This is an optimization exercise on Yosys and OpenROAD, whose aim is small area and a short achievable clock period, not a production implementation.
Only simulation tests tie the RTL to the original design; equivalence was not proved.
No driver is modelled on the clock port, so clock power and skew are understated where the tree is cut down; a real chip needs a root buffer or a tree.
Power and IR drop assume default switching activity.

==> flow/design.v (excerpt) <==
module exp_bf16_top
(
    input  logic        clk,
    input  logic        rst,
    input  logic        valid_i,
    input  logic [15:0] data_i,
    output logic        valid_o,
    output logic [15:0] data_o
);
Size: ~1200 cells after synthesis, roughly 36 I/O pins, ~7900 um2 of cells after synthesis.
clock: 11.5 ns
lec_check: 0
abc_area: 1
cap_margin: 20
core_margin: 2
core_utilization: 60
cts_buf_list: sky130_fd_sc_hd__clkbuf_8
cts_cluster_size: 30
slew_margin: 20
standard.sh (not shown) runs the stock make flow with config.mk's settings and CLKGATE_MAP_FILE= SYNTH_SCRIPT=/design/flow/synth_recipe.tcl, a recipe that flattens the netlist after the stock synthesis.
==> flow/flow/run.sh <==
#!/bin/bash
# The standard layout, with three changes to how it is made (the clock
# period and every constraint stay the design's):
# - repair_timing aims for more setup slack than the design's period leaves;
# - the ports get plain buffers instead of delay cells;
# - the clock network is four clock buffers fed by the clock port, one per
#   quarter of the registers, instead of TritonCTS's two-level H-tree
#   (flow/clock_pre_cts.tcl).
set -euo pipefail
here=$(pwd)
bash standard.sh SETUP_SLACK_MARGIN=8.4 \
  "BUFFER_PORTS_ARGS=-buffer_cell sky130_fd_sc_hd__buf_1" \
  "PRE_CTS_TCL=$here/flow/clock_pre_cts.tcl" \
  finish > standard_flow.log 2>&1
==> flow/flow/clock_pre_cts.tcl <==
# Clock network in place of TritonCTS: the clock port drives four
# clkbuf_16, one per quarter of the registers (split at the median x, then
# at the median y of each half), each placed at the centre of its
# registers. Every register is one buffer away from the port, so the
# clock arrives at them all alike. Sourced by ORFS's cts.tcl as
# PRE_CTS_TCL; clock_tree_synthesis is then skipped, and the rest of
# cts.tcl (legalisation, repair_timing) runs as usual.
set block [ord::get_db_block]
set db [ord::get_db]
set clknet [$block findNet clk]
set master [$db findMaster sky130_fd_sc_hd__clkbuf_16]
set sinks {}
foreach it [$clknet getITerms] {
  set b [[$it getInst] getBBox]
  lappend sinks [list $it [expr {([$b xMin] + [$b xMax]) / 2}] [expr {([$b yMin] + [$b yMax]) / 2}]]
}
proc halves {items idx} {
  set s [lsort -integer -index $idx $items]
  set h [expr {[llength $s] / 2}]
  return [list [lrange $s 0 [expr {$h - 1}]] [lrange $s $h end]]
}
set groups {}
foreach half [halves $sinks 1] {
  foreach q [halves $half 2] { lappend groups $q }
}
set k 0
foreach g $groups {
  set sx 0; set sy 0
  foreach s $g { set sx [expr {$sx + [lindex $s 1]}]; set sy [expr {$sy + [lindex $s 2]}] }
  set n [llength $g]
  set inst [odb::dbInst_create $block $master clkbuf_q$k]
  $inst setLocation [expr {$sx / $n}] [expr {$sy / $n}]
  $inst setPlacementStatus PLACED
  set net [odb::dbNet_create $block clknet_q$k]
  $net setSigType CLOCK
  [$inst findITerm A] connect $clknet
  [$inst findITerm X] connect $net
  foreach s $g { set it [lindex $s 0]; $it disconnect; $it connect $net }
  puts "clock buffer clkbuf_q$k: $n registers"
  incr k
}
proc clock_tree_synthesis {args} {
  puts "clock_tree_synthesis skipped: the clock network was built by clock_pre_cts.tcl"
}
The first run produced a clean layout.
Next try:
--- a/flow/flow/run.sh
+++ b/flow/flow/run.sh
@@ -10,3 +10,3 @@
 here=$(pwd)
-bash standard.sh SETUP_SLACK_MARGIN=8.4 \
+bash standard.sh SETUP_SLACK_MARGIN=8.6 \
   "BUFFER_PORTS_ARGS=-buffer_cell sky130_fd_sc_hd__buf_1" \
The new run ran to the end with no violations.
Die area does not change.
Power went up by about 2.5%.
Wire length went up by about 1.8%.
Synthesized cell count does not change.
Critical path depth went down by 12.
Global-route usage went up by 0.23 points.
First-iteration DRC count went down by 0.80%.
No run of this note takes its clock network from TritonCTS; it comes from the design's own scripts or RTL.

exp_bf16_top, a different RTL version from the one above (not shown whole).
Size: about 1,300 cells after synthesis, about 120 flip-flops, ~36 I/O pins, about 0.0082 mm² of cells after synthesis.
## exp_bf16_top
module exp_bf16_top
(
    input  logic        clk,
    input  logic        rst,
    input  logic        valid_i,
    input  logic [15:0] data_i,
    output logic        valid_o,
    output logic [15:0] data_o
);
make LEC_CHECK=0 ABC_AREA=1 CAP_MARGIN=20 CORE_MARGIN=2 CORE_UTILIZATION=60 SLEW_MARGIN=20 finish   # period 11.5 ns
run.sh (not shown) runs the stock make flow with config.mk's settings and CLKGATE_MAP_FILE= SYNTH_SCRIPT=/design/flow/synth_recipe.tcl, a recipe that flattens the netlist after the stock synthesis.
Stock flow here: none of the scripts above is used.
Change:
==> flow/flow/run.sh (new file) <==
#!/bin/bash
# The standard layout, with repair_timing aiming for more setup slack than
# the design's period leaves, so that the achieved period gets shorter. The
# clock period and every constraint stay the design's.
set -euo pipefail
bash standard.sh SETUP_SLACK_MARGIN=8 finish > standard_flow.log 2>&1
==> flow/standard.sh (new file) <==
#!/bin/bash
# synth_recipe.tcl (not shown) runs the flow's synth.tcl, then flattens the netlist and writes it again
# the make line also repeats each setting of config.mk as NAME=value (left out here)
make -C /OpenROAD-flow-scripts/flow DESIGN_CONFIG=/design/flow/config.mk WORK_HOME=/design/flow/orfs CLKGATE_MAP_FILE= SYNTH_SCRIPT=/design/flow/synth_recipe.tcl "${@:-finish}"
removed: flow/run.sh
Routed wire length rises by about 0.7%; via count barely changes; hold slack hardly moves; non-clock buffer count rises by 6.

Another version of the RTL of exp_bf16_top (not shown whole).
Size in the first run: roughly 1200 cells after synthesis, about 120 flip-flops, about 36 I/O pins, ~0.0080 mm2 of cells after synthesis.
==> flow/config.mk <==
export PLATFORM = sky130hd
export DESIGN_NAME = exp_bf16_top
export DESIGN_NICKNAME = exp_bf16_top
export VERILOG_FILES = /design/flow/design.v
export SDC_FILE = /design/flow/constraint.sdc
export NUM_CORES = 4
export LEC_CHECK = 0
export ABC_AREA = 1
export CAP_MARGIN = 20
export CORE_MARGIN = 2
export CORE_UTILIZATION = 60
export CTS_BUF_LIST = sky130_fd_sc_hd__clkbuf_8
export CTS_CLUSTER_SIZE = 30
export SLEW_MARGIN = 20
==> flow/constraint.sdc <==
create_clock -name core_clock -period 11.5 [get_ports {clk}]
set_input_delay 2.3000 -clock core_clock [delete_from_list [all_inputs] [get_ports {clk}]]
set_output_delay 2.3000 -clock core_clock [all_outputs]
set_load 0.01 [all_outputs]
standard.sh (not shown) runs the stock make flow with config.mk's settings and CLKGATE_MAP_FILE= SYNTH_SCRIPT=/design/flow/synth_recipe.tcl, a recipe that flattens the netlist after the stock synthesis.
==> flow/flow/run.sh <==
#!/bin/bash
# The standard layout, with three changes to how it is made (the clock
# period and every constraint stay the design's):
# - repair_timing aims for more setup slack than the design's period leaves;
# - the ports get plain buffers instead of delay cells;
# - the clock network is four clock buffers fed by the clock port, one per
#   quarter of the registers, instead of TritonCTS's two-level H-tree
#   (flow/clock_pre_cts.tcl).
set -euo pipefail
here=$(pwd)
bash standard.sh SETUP_SLACK_MARGIN=8.75 \
  "BUFFER_PORTS_ARGS=-buffer_cell sky130_fd_sc_hd__buf_1" \
  "PRE_CTS_TCL=$here/flow/clock_pre_cts.tcl" \
  finish > standard_flow.log 2>&1
Scripts as last shown in full above: flow/flow/clock_pre_cts.tcl
Edit:
--- a/flow/flow/run.sh
+++ b/flow/flow/run.sh
@@ -9,6 +9,6 @@
 set -euo pipefail
 here=$(pwd)
-bash standard.sh SETUP_SLACK_MARGIN=8.75 \
-  "BUFFER_PORTS_ARGS=-buffer_cell sky130_fd_sc_hd__buf_1" \
+bash standard.sh SETUP_SLACK_MARGIN=8.6 \
+  "BUFFER_PORTS_ARGS=-buffer_cell sky130_fd_sc_hd__buf_2" \
   "PRE_CTS_TCL=$here/flow/clock_pre_cts.tcl" \
   finish > standard_flow.log 2>&1
Outcome: Cell area decreases slightly; sequential power hardly moves; power decreases slightly; worst setup slack is about the same; via count increases slightly.
Edit:
--- a/flow/flow/run.sh
+++ b/flow/flow/run.sh
@@ -9,6 +9,6 @@
 set -euo pipefail
 here=$(pwd)
-bash standard.sh SETUP_SLACK_MARGIN=8.6 \
-  "BUFFER_PORTS_ARGS=-buffer_cell sky130_fd_sc_hd__buf_2" \
+bash standard.sh SETUP_SLACK_MARGIN=8.5 \
+  "BUFFER_PORTS_ARGS=-buffer_cell sky130_fd_sc_hd__buf_1" \
   "PRE_CTS_TCL=$here/flow/clock_pre_cts.tcl" \
   finish > standard_flow.log 2>&1
Critical path depth does not change.
Die area stays the same.
Cell area shrinks by 1.8%.
Setup slack is worse by 0.026 ns.
Routed wire length barely changes.
Sequential share of layout area grows by 0.45 points.
Core utilization shrinks by 1.1 points.
Edit:
--- a/flow/flow/run.sh
+++ b/flow/flow/run.sh
@@ -9,5 +9,5 @@
 set -euo pipefail
 here=$(pwd)
-bash standard.sh SETUP_SLACK_MARGIN=8.5 \
+bash standard.sh SETUP_SLACK_MARGIN=8.6 \
   "BUFFER_PORTS_ARGS=-buffer_cell sky130_fd_sc_hd__buf_1" \
   "PRE_CTS_TCL=$here/flow/clock_pre_cts.tcl" \
Effect: Maximum frequency went up by 0.77%; area after synthesis does not change; clock power stays flat.
In every run of this note, the design's own scripts or RTL, not TritonCTS, make the clock network.

==> static timing again, ports no longer ideal <==
In the flow no input, the clock included, has a driving cell. The finished layouts below were timed again as built, in two steps. Step 1, drivers: a clkbuf_16 drives clk and a buf_2 each remaining input, both assumed. Step 2 times the ports against the registers' clock, not the clock port: input delays grow and output delays shrink by t, the midpoint of the rising clock arrivals with the driver on. Three values: ideal ports, drivers, drivers and shift; two values: the first two.
run | shift t [ns] | setup slack, ns | worst setup path after step 2 | clock arrival spread, ns | pins driven straight from the clock port
the first run of note 1 | 0.242 | 8.501 / 8.482 / 8.501 | register to register | 0.012 / 0.012 | 4
the second run of note 1 | 0.243 | 8.589 / 8.508 / 8.742 | register to register | 0.012 / 0.012 | 4
the first run of note 2 | 0.456 | 7.710 / 7.710 / 7.710 | register to register | 0.010 / 0.011 | 1
the second run of note 2 | 0.457 | 8.162 / 8.162 / 8.162 | register to register | 0.010 / 0.011 | 1
the first run of note 3 | 0.246 | 8.594 / 8.508 / 8.731 | register to register | 0.012 / 0.012 | 4
the second run of note 3 | 0.244 | 8.596 / 8.513 / 8.731 | register to register | 0.020 / 0.021 | 4
the third run of note 3 | 0.245 | 8.569 / 8.484 / 8.646 | register to register | 0.015 / 0.014 | 4
the fourth run of note 3 | 0.244 | 8.592 / 8.507 / 8.716 | register to register | 0.014 / 0.014 | 4
After both steps setup and hold are still met in every run listed.
